From an optimization exercise on the open Yosys and OpenROAD flow, aimed at a short achievable clock period; shortcuts taken in it are not production practice. The RTL was checked by simulation tests, not by an equivalence proof against the original design. Power figures rest on the tool's default switching activity, not on a simulated workload.

$ cat flow/config.mk
export PLATFORM = sky130hd
export DESIGN_NAME = icmp_tx_top
export DESIGN_NICKNAME = icmp_tx_top
export VERILOG_FILES = /design/flow/design.v
export SDC_FILE = /design/flow/constraint.sdc
export NUM_CORES = 4
export LEC_CHECK = 0
export CAP_MARGIN = 20
export CORE_MARGIN = 2
export CORE_UTILIZATION = 40
export PLACE_DENSITY = 0.6
export SLEW_MARGIN = 20
$ cat flow/constraint.sdc
create_clock -name core_clock -period 5.2 [get_ports {clk}]
set_input_delay 1.0400 -clock core_clock [delete_from_list [all_inputs] [get_ports {clk}]]
set_output_delay 1.0400 -clock core_clock [all_outputs]
set_load 0.01 [all_outputs]
$ cat flow/design.v
package eth_frame_pkg;
    typedef logic [7:0]  byte_t;       
    typedef logic [47:0] mac_addr_t;
    typedef logic [31:0] ip_addr_t;
    typedef logic [15:0] word16_t;     
    typedef logic [15:0] len_t;        
    localparam word16_t ETH_TYPE_IPV4 = 16'h0800;
    localparam byte_t PREAMBLE_BYTE = 8'h55;
    localparam byte_t SFD_BYTE      = 8'hd5;
    localparam int PREAMBLE_LEN    = 8;    
    localparam int ETH_HDR_LEN     = 14;
    localparam int IP_ICMP_HDR_LEN = 28;   
    localparam int FCS_LEN         = 4;
    localparam int MIN_PAYLOAD_LEN = 18;
    localparam byte_t   IP_TTL        = 8'h80;
    localparam byte_t   IP_PROTO_ICMP = 8'd1;
    localparam word16_t IP_FLAGS_DF   = 16'h4000;   
    localparam byte_t ICMP_ECHO_REPLY = 8'd0;
endpackage
package icmp_tx_pkg;
    typedef struct packed {
        logic [47:0]   dest_mac;
        logic [31:0]    dest_ip;
        logic [15:0]     icmp_id;
        logic [15:0]     icmp_seq;
        logic [15:0]        payload_len;    
        logic [31:0] payload_sum;    
    } tx_request_t;
    typedef struct packed {
        logic [47:0]                      dest_mac;
        logic [47:0]                      src_mac;
        logic [28*8-1:0]        ip_icmp;
        logic [15:0]                           payload_len;
    } frame_hdr_t;
endpackage
module eth_crc32 (
    input  logic                 clk,
    input  logic                 rst_n,
    input  logic                 crc_init,
    input  logic                 crc_en,
    input  logic [7:0] crc_byte,
    output logic [31:0]          crc_value
);
    localparam logic [31:0] CRC_POLY = 32'hedb8_8320;   
    function automatic logic [31:0] crc_step(input logic [31:0] crc, input logic [7:0] data);
        logic [31:0] c;
        c = crc ^ {24'd0, data};
        for (int i = 0; i < 8; i++) begin
            if (c[0])
                c = (c >> 1) ^ CRC_POLY;
            else
                c = c >> 1;
        end
        crc_step = c;
    endfunction
    always_ff @(posedge clk or negedge rst_n) begin
        if (!rst_n) begin
            crc_value <= '1;
        end else if (crc_init) begin
            crc_value <= '1;   
        end else if (crc_en) begin
            crc_value <= crc_step(crc_value, crc_byte);
        end
    end
endmodule
module icmp_hdr_builder #(
    parameter logic [47:0] board_mac = 48'h00_11_22_33_44_55,
    parameter logic [31:0]  board_ip  = {8'd192, 8'd168, 8'd1, 8'd123}
) (
    input  logic                     clk,
    input  logic                     rst_n,
    input  logic                     start,
    input  icmp_tx_pkg::tx_request_t req,
    input  logic                     frame_done,
    output logic                     busy,
    output icmp_tx_pkg::frame_hdr_t  hdr,
    output logic                     hdr_valid
);
    localparam logic [7:0] IP_VER_IHL = 8'h45;   
    typedef enum logic [2:0] {
        st_idle,
        st_capture,
        st_fold_ip,
        st_fold_icmp,
        st_ready
    } state_t;
    state_t      state;
    icmp_tx_pkg::tx_request_t req_q;
    logic [15:0]     ip_id;       
    logic [31:0] ip_sum;
    logic [31:0] icmp_sum;
    logic [15:0]        total_len;
    logic        accept;
    function automatic logic [31:0] fold(input logic [31:0] s);
        fold = 32'(s[31:16]) + 32'(s[15:0]);
    endfunction
    assign busy      = (state != st_idle) & ~frame_done;
    assign accept    = start & ~busy;
    assign total_len = req_q.payload_len + 16'(eth_frame_pkg::IP_ICMP_HDR_LEN);
    always_ff @(posedge clk or negedge rst_n) begin
        if (!rst_n) begin
            state     <= st_idle;
            ip_id     <= '0;
            hdr_valid <= 1'b0;
        end else begin
            hdr_valid <= 1'b0;
            if (accept) begin
                state <= st_capture;
                ip_id <= ip_id + 16'd1;   
            end else begin
                case (state)
                    st_capture:   state <= st_fold_ip;
                    st_fold_ip:   state <= st_fold_icmp;
                    st_fold_icmp: begin
                        state     <= st_ready;
                        hdr_valid <= 1'b1;
                    end
                    st_ready: begin
                        if (frame_done)
                            state <= st_idle;
                    end
                    default:      state <= st_idle;
                endcase
            end
        end
    end
    always_ff @(posedge clk) begin
        if (accept)
            req_q <= req;
        case (state)
            st_capture: begin
                ip_sum   <= 32'({IP_VER_IHL, 8'h00}) + 32'(total_len) + 32'(ip_id)
                          + 32'(eth_frame_pkg::IP_FLAGS_DF) + 32'({eth_frame_pkg::IP_TTL, eth_frame_pkg::IP_PROTO_ICMP})
                          + 32'(board_ip[31:16]) + 32'(board_ip[15:0])
                          + 32'(req_q.dest_ip[31:16]) + 32'(req_q.dest_ip[15:0]);
                icmp_sum <= 32'({eth_frame_pkg::ICMP_ECHO_REPLY, 8'h00}) + 32'(req_q.icmp_id)
                          + 32'(req_q.icmp_seq) + req_q.payload_sum;
            end
            st_fold_ip:   ip_sum   <= fold(fold(ip_sum));
            st_fold_icmp: icmp_sum <= fold(fold(icmp_sum));
            default: ;
        endcase
    end
    always_comb begin
        hdr.dest_mac    = req_q.dest_mac;
        hdr.src_mac     = board_mac;
        hdr.payload_len = req_q.payload_len;
        hdr.ip_icmp     = {IP_VER_IHL, 8'h00, total_len,
                           ip_id, eth_frame_pkg::IP_FLAGS_DF,
                           eth_frame_pkg::IP_TTL, eth_frame_pkg::IP_PROTO_ICMP, ~ip_sum[15:0],
                           board_ip,
                           req_q.dest_ip,
                           eth_frame_pkg::ICMP_ECHO_REPLY, 8'h00, ~icmp_sum[15:0],   
                           req_q.icmp_id, req_q.icmp_seq};
    end
endmodule
module gmii_frame_sequencer (
    input  logic                    clk,
    input  logic                    rst_n,
    input  icmp_tx_pkg::frame_hdr_t hdr,
    input  logic                    hdr_valid,
    input  logic [7:0]    payload_data,
    input  logic [31:0]             crc_value,
    output logic                    payload_rd,
    output logic                    gmii_tx_en,
    output logic [7:0]    gmii_txd,
    output logic                    crc_init,
    output logic                    crc_en,
    output logic [7:0]    crc_byte,
    output logic                    frame_done,
    output logic                    tx_done
);
    typedef enum logic [2:0] {
        st_idle,
        st_preamble,
        st_eth_hdr,
        st_ip_hdr,
        st_payload,
        st_pad,
        st_fcs
    } state_t;
    state_t                   state;
    logic [15:0]                     cnt;        
    logic [15:0]                     len;
    logic [7:0]                    tx_byte;
    logic [eth_frame_pkg::ETH_HDR_LEN*8-1:0] eth_vec;
    logic                     done_q;
    assign len     = hdr.payload_len;
    assign eth_vec = {hdr.dest_mac, hdr.src_mac, eth_frame_pkg::ETH_TYPE_IPV4};
    always_ff @(posedge clk or negedge rst_n) begin
        if (!rst_n) begin
            state  <= st_idle;
            cnt    <= '0;
            done_q <= 1'b0;
        end else begin
            done_q <= 1'b0;
            cnt    <= cnt + 16'(1);
            case (state)
                st_idle: begin
                    cnt <= '0;
                    if (hdr_valid)
                        state <= st_preamble;
                end
                st_preamble: begin
                    if (cnt == 16'(eth_frame_pkg::PREAMBLE_LEN - 1)) begin
                        state <= st_eth_hdr;
                        cnt   <= '0;
                    end
                end
                st_eth_hdr: begin
                    if (cnt == 16'(eth_frame_pkg::ETH_HDR_LEN - 1)) begin
                        state <= st_ip_hdr;
                        cnt   <= '0;
                    end
                end
                st_ip_hdr: begin
                    if (cnt == 16'(eth_frame_pkg::IP_ICMP_HDR_LEN - 1)) begin
                        state <= (len == '0) ? st_pad : st_payload;   
                        cnt   <= '0;
                    end
                end
                st_payload: begin
                    if (cnt == len - 16'(1)) begin
                        if (len < 16'(eth_frame_pkg::MIN_PAYLOAD_LEN)) begin
                            state <= st_pad;
                        end else begin
                            state <= st_fcs;
                            cnt   <= '0;
                        end
                    end
                end
                st_pad: begin
                    if (cnt == 16'(eth_frame_pkg::MIN_PAYLOAD_LEN - 1)) begin
                        state <= st_fcs;
                        cnt   <= '0;
                    end
                end
                st_fcs: begin
                    if (cnt == 16'(eth_frame_pkg::FCS_LEN - 1)) begin
                        state  <= st_idle;
                        cnt    <= '0;
                        done_q <= 1'b1;
                    end
                end
                default: state <= st_idle;
            endcase
        end
    end
    always_comb begin
        case (state)
            st_preamble: tx_byte = (cnt == 16'(eth_frame_pkg::PREAMBLE_LEN - 1)) ? eth_frame_pkg::SFD_BYTE : eth_frame_pkg::PREAMBLE_BYTE;
            st_eth_hdr:  tx_byte = eth_vec[(eth_frame_pkg::ETH_HDR_LEN - 1 - int'(cnt)) * 8 +: 8];
            st_ip_hdr:   tx_byte = hdr.ip_icmp[(eth_frame_pkg::IP_ICMP_HDR_LEN - 1 - int'(cnt)) * 8 +: 8];
            st_payload:  tx_byte = payload_data;
            st_fcs:      tx_byte = ~crc_value[int'(cnt[1:0]) * 8 +: 8];
            default:     tx_byte = '0;   
        endcase
    end
    assign gmii_tx_en = (state != st_idle);
    assign gmii_txd   = tx_byte;
    assign crc_init = hdr_valid & (state == st_idle);
    assign crc_en   = (state == st_eth_hdr) || (state == st_ip_hdr) ||
                      (state == st_payload) || (state == st_pad);
    assign crc_byte = tx_byte;
    assign payload_rd = ((state == st_ip_hdr) && (cnt == 16'(eth_frame_pkg::IP_ICMP_HDR_LEN - 1))
                         && (len != '0))
                     || ((state == st_payload) && (cnt + 16'(1) < len));
    assign frame_done = done_q;
    assign tx_done    = done_q;
endmodule
module icmp_tx_top #(
    parameter logic [47:0] board_mac = 48'h00_11_22_33_44_55,
    parameter logic [31:0]  board_ip  = {8'd192, 8'd168, 8'd1, 8'd123}
) (
    input  logic        clk,
    input  logic        rst_n,
    input  logic        start,
    input  logic [47:0] req_dest_mac,
    input  logic [31:0] req_dest_ip,
    input  logic [15:0] req_icmp_id,
    input  logic [15:0] req_icmp_seq,
    input  logic [15:0] req_payload_len,
    input  logic [31:0] req_payload_sum,
    input  logic [7:0]  payload_data,
    output logic        busy,
    output logic        payload_rd,
    output logic        gmii_tx_en,
    output logic [7:0]  gmii_txd,
    output logic        tx_done
);
    icmp_tx_pkg::tx_request_t req;
    icmp_tx_pkg::frame_hdr_t  hdr;
    logic        hdr_valid;
    logic        frame_done;
    logic        crc_init;
    logic        crc_en;
    logic [7:0]       crc_byte;
    logic [31:0] crc_value;
    assign req.dest_mac    = req_dest_mac;
    assign req.dest_ip     = req_dest_ip;
    assign req.icmp_id     = req_icmp_id;
    assign req.icmp_seq    = req_icmp_seq;
    assign req.payload_len = req_payload_len;
    assign req.payload_sum = req_payload_sum;
    icmp_hdr_builder #(
        .board_mac (board_mac),
        .board_ip  (board_ip)
    ) hdr_builder0 (
        .clk        (clk),
        .rst_n      (rst_n),
        .start      (start),
        .req        (req),
        .frame_done (frame_done),
        .busy       (busy),
        .hdr        (hdr),
        .hdr_valid  (hdr_valid)
    );
    gmii_frame_sequencer frame_seq0 (
        .clk          (clk),
        .rst_n        (rst_n),
        .hdr          (hdr),
        .hdr_valid    (hdr_valid),
        .payload_data (payload_data),
        .crc_value    (crc_value),
        .payload_rd   (payload_rd),
        .gmii_tx_en   (gmii_tx_en),
        .gmii_txd     (gmii_txd),
        .crc_init     (crc_init),
        .crc_en       (crc_en),
        .crc_byte     (crc_byte),
        .frame_done   (frame_done),
        .tx_done      (tx_done)
    );
    eth_crc32 crc0 (
        .clk       (clk),
        .rst_n     (rst_n),
        .crc_init  (crc_init),
        .crc_en    (crc_en),
        .crc_byte  (crc_byte),
        .crc_value (crc_value)
    );
endmodule
$ cat flow/run.sh
#!/bin/bash
# synth_recipe.tcl (not shown) runs the flow's synth.tcl, then flattens the netlist and writes it again
# the make line also repeats each setting of config.mk as NAME=value (left out here)
make -C /OpenROAD-flow-scripts/flow DESIGN_CONFIG=/design/flow/config.mk WORK_HOME=/design/flow/orfs CLKGATE_MAP_FILE= SYNTH_SCRIPT=/design/flow/synth_recipe.tcl finish
==> reports/results.tsv <==
stage	metric	value	unit
critical_path	worstSetupPathType	reg2out	
die	core-area	48700	µm²
cells_and_area	antenna_diode_instance_count	0	
critical_path	critPathCaptureType	output port	
synth	post_synthesis_compound_gate_area_fraction	13.5	%
die	num_rows	81	
critical_path	timing.rr.start	hdr_builder0.req_q[34]	
grt	via_count_of_the_first_global_routing_pass	15100	
critical_path	cp_data_arrival_time	3.96	ns
power_and_ir_drop	power_per_standard_cell_area	675	nW/µm²
clock_network	htreeDepth	2	
drt	via_per_inst	5.49	
timing	final.setup.tns	0	ns
clock_network	cts_sinks	284	
critical_path	cp_cell_sequence	buf_4 -> ha_1 -> a21oi_4 -> xnor2_1 -> a41oi_1 -> o22ai_1 -> or3_1 -> clkdlybuf4s50_1	
power_and_ir_drop	comb_power_share	56.1	%
critical_path	setup.worst_path.start_class	flop	
die	floorplan.die.width	226	µm
grt	grt.overflow.total	0	
placement	place_congestion	0.944	
synth	netlist.area_leader.share	32.4	%
synth	commonest_register_cell_after_synthesis	edfxtp_1	
synth	post_synth_inst_count	1860	
critical_path	worst_ep_required_time	4.16	ns
synth	count_of_flip_flops_with_a_built_in_enable_after_synthesis	212	
grt	global_router_s_overall_resource_usage	22.5	%
cells_and_area	fin_nets	2387	
grt	largest_net_degree_at_the_start_of_global_routing	72	
synth	xor_and_xnor_fraction_of_the_mapped_netlist_area	11.5	%
drt	post_route_ant_nets	0	
power_and_ir_drop	sw_frac_of_total	41.6	%
synth	synthArstFlopShare	25.4	%
timing	worst_clock_skew	0.0271	ns
timing	slew_violations	0	
drt	detail_route.wl_per_cell	20.6	µm
drt	drtPass1Iterations	5	
critical_path	slowest_stage	clkdlybuf4s50_1	
clock_network	clk-insertion-delay-late	0.58	ns
timing	max-slew-margin-rel	39.3	%
timing	grt_setup_unrepaired	false	
drt	postRouteWirelength	56.6	mm
run	max_cap_viol_count	0	
drt	first_iter_violations	1026	
power_and_ir_drop	p_sw	6.63	mW
timing	achievable-frequency	200	MHz
grt	grt_first_pass_wirelength	86.9	mm
synth	postSynthAreaPerCell	10.6	µm²
cells_and_area	post_route_cells_drive_above_1_share	10.8	%
synth	synthDistinctLibCells	97	
power_and_ir_drop	reported_leakage_power	9.00	nW
clock_network	ctsLongestPathBuffers	3	
synth	synth_top_cells_by_area	edfxtp_1 32%, ha_1 7.7%, xnor2_1 7.3%, dfrtp_1 5.1%, dfstp_2 4.3%	
clock_network	clock_tree.root_cell	clkbuf_16	
drt	via_count	15100	
grt	antenna_violations_before_repair	0	
timing	setup_viol_count_final	0	
cells_and_area	areaGrowthSynthToFinish	20.2	%
synth	ys_seq_area_share	41.7	%
synth	synth_top_family_by_area	compound AO/OA/AOI/OAI gates	
power_and_ir_drop	internal_power	9.32	mW
synth	synth-simple-area-share	13.0	%
die	top_level_ports	183	
critical_path	critPathMaxFanout	26	
synth	synth.cell_area	19700	µm²
critical_path	critPathLaunch	frame_seq0.cnt[1]	
power_and_ir_drop	power.ir.vdd_worst	0.000368	V
clock_network	tritoncts	yes	
cells_and_area	design_area	23600	µm²
critical_path	max_stage_delay	0.61	ns
timing	layout_min_cycle_time	5.00	ns
power_and_ir_drop	p_seq_share	27.1	%
synth	synth.ff_latch_count	284	
placement	hpwlAfterDp	43.8	mm
power_and_ir_drop	power_frac_clock	16.8	%
timing	worst_slew_pin_slew	0.911	ns
drt	drcViolationCount	0	
clock_network	path_clk_slew	0.05	ns
critical_path	worst-r2r-cell-count	19	
die	floorplan.die.height	226	µm
status	status	finished clean	
die	starting_utilization_of_the_core_area	40.3	%
timing	period_share	96.2	%
placement	postPlaceCellArea	22300	µm²
synth	yosys.area.top_type	edfxtp_1	
placement	io_buffers	182	
hold_path	hold_wc_path_type	in2async	
synth	synth_adder_area_share	11.4	%
synth	synth.mux.area_fraction	4.43	%
synth	synth.net_count	2188	
timing	finalHoldViolations	0	
synth	ys.warnings.count	3	
clock_network	cts_inserted_buffers	37	
die	design.die.area	50900	µm²
[placed cells by master, fill, tap and decap left out, types with 46 or more instances in the layout]
cell,netlist,layout
inv_1,113,112
buf_4,6,55
nor2_1,141,141
xor2_1,58,58
clkdlybuf4s50_1,0,180
nand2_1,117,117
o21ai_0,75,74
edfxtp_1,212,212
a21oi_1,127,122
xnor2_1,165,165
nand3_1,46,46
nor3_1,50,50
ha_1,121,120
[cell usage after synthesis (16+ instances only)]
| cell type | instances |
|---|---|
| edfxtp_1 | 212 |
| xnor2_1 | 165 |
| nor2_1 | 141 |
| a21oi_1 | 127 |
| ha_1 | 121 |
| nand2_1 | 117 |
| inv_1 | 113 |
| o21ai_0 | 75 |
| xor2_1 | 58 |
| nor3_1 | 50 |
| nand3_1 | 46 |
| mux2i_1 | 45 |
| dfrtp_1 | 40 |
| fa_1 | 36 |
| dfstp_2 | 32 |
| clkbuf_1 | 31 |
| nand4_1 | 23 |
| or3_1 | 23 |
| buf_2 | 22 |
| nor4_1 | 21 |
| nor2b_1 | 20 |
| a21o_1 | 17 |
| and3_1 | 16 |
[critical path, delay by kind of cell, from the launching register on]
kind / cells / cell delay [ns]
buffers and inverters: 2 / 0.93
AOI/OAI and AO/OA: 3 / 0.77
xor gates and xnor gates: 1 / 0.48
adders and majority gates: 1 / 0.45
DFF: 1 / 0.42
and+or+nand+nor: 1 / 0.35
[state kept, by name (all words and copies together) (netlist names)]
name	count
hdr_builder0.req_q	160
crc0.crc_value	32
hdr_builder0.icmp_sum	32
hdr_builder0.ip_sum	20
frame_seq0.cnt	16
hdr_builder0.ip_id	16
frame_seq0.state	3
hdr_builder0.state	3
frame_seq0.done_q	1
hdr_builder0.hdr_valid	1
[power groups by stage]
stage / registers (mW) / logic [mW] / clock network (mW)
3_3_place_gp: 4.34 / 8.63 / 0
6_report: 4.32 / 8.94 / 2.68
2_1_floorplan: 4.09 / 6.81 / 0
3_5_place_dp: 4.35 / 8.80 / 0
5_1_grt: 4.39 / 10.0 / 2.84
4_1_cts: 4.32 / 8.89 / 2.75
[what timing repair did]
action | 4_1_cts | 5_1_grt
endpoints found under the setup margin | 0 | 28
resized for setup | 0 | 19
setup buffers | 0 | 2
hold buffers | 0 | 0
[metrics by stage]
| stage | setup slack (ns) | utilization (%) | hold WS, ns | instances | power (mW) |
|---|---|---|---|---|---|
| after floorplan | 0.328 | - | 0.486 | 1860 | 10.9 |
| after global placement | 0.192 | 45.7 | 0.503 | 2682 | 13.0 |
| after detailed placement | 0.196 | 45.7 | 0.511 | 2682 | 13.2 |
| after CTS | 0.0262 | 48.3 | 0.519 | 2749 | 16.0 |
| after global routing | 0.0188 | 48.5 | 0.512 | 2751 | 17.2 |
| final | 0.200 | 48.5 | 0.491 | 2751 | 15.9 |
[worst paths after layout]
kind / end / slack (ns)
max: gmii_txd[1] / 0.20
min: frame_seq0.cnt[12] / 0.49
max reg2reg: hdr_builder0.ip_sum[19] / 0.26
min reg2reg: crc0.crc_value[20] / 0.52
max in group asynchronous: crc0.crc_value[30] / 3.79
min in group core_clock: crc0.crc_value[20] / 0.52
[logic make-up (layout without fill, tap and decap cells)]
| kind of cell | after synthesis | count (layout) |
|---|---|---|
| XOR/XNOR | 237 | 237 |
| multiplexers | 66 | 66 |
| AO/OA/AOI/OAI | 407 | 407 |
| flip-flops | 284 | 284 |
| AND/OR/NAND/NOR | 518 | 518 |
| buffers and inverters | 190 | 417 |
| adder cells (fa/ha/maj) | 158 | 158 |
[layout make-up]
cell class / instances / area, µm²
Clock buffer: 50 / 1030
Clock inverter: 17 / 243
Fill cell: 4468 / 25100
Inverter: 114 / 432
Multi-Input combinational cell: 1386 / 10700
Sequential cell: 284 / 8210
Tap cell: 664 / 831
Timing Repair Buffer: 236 / 2230
[metal layers]
metal  part of all wire [%]  GRT usage, %  up-vias
li1                       -             -     7181
met1                     44          30.8     7234
met2                     44          34.8      572
met3                    7.4          4.96      121
met4                    4.0          8.69        0
met5                      0             0        -

==> what the ideal ports hide <==
How much do the figures lean on ideal ports? The routed layout below was timed once more, with nothing changed but the port constraints. Step 1: set_driving_cell puts a clkbuf_16 on clk and a buf_2 on each other input, an assumption about the parent block. Step 2 also shifts input and output timing later by t, the mid clock arrival at the registers, as if the neighbouring blocks saw the same clock. a / b / c = no drivers / after step 1 / after step 2; a / b = the first two.
t, ns: 0.621
slack for setup (ns): 0.200 / 0.140 / 0.261
clock arrival spread, ns: 0.030 / 0.031
slew at the worst register clock pin (ns): 0.06 / 0.06
pins driven straight from the clock port: 1
After both steps this run still meets setup and hold. The setup slack of this run moves by -0.060 ns with the drivers and by +0.061 ns with both steps.
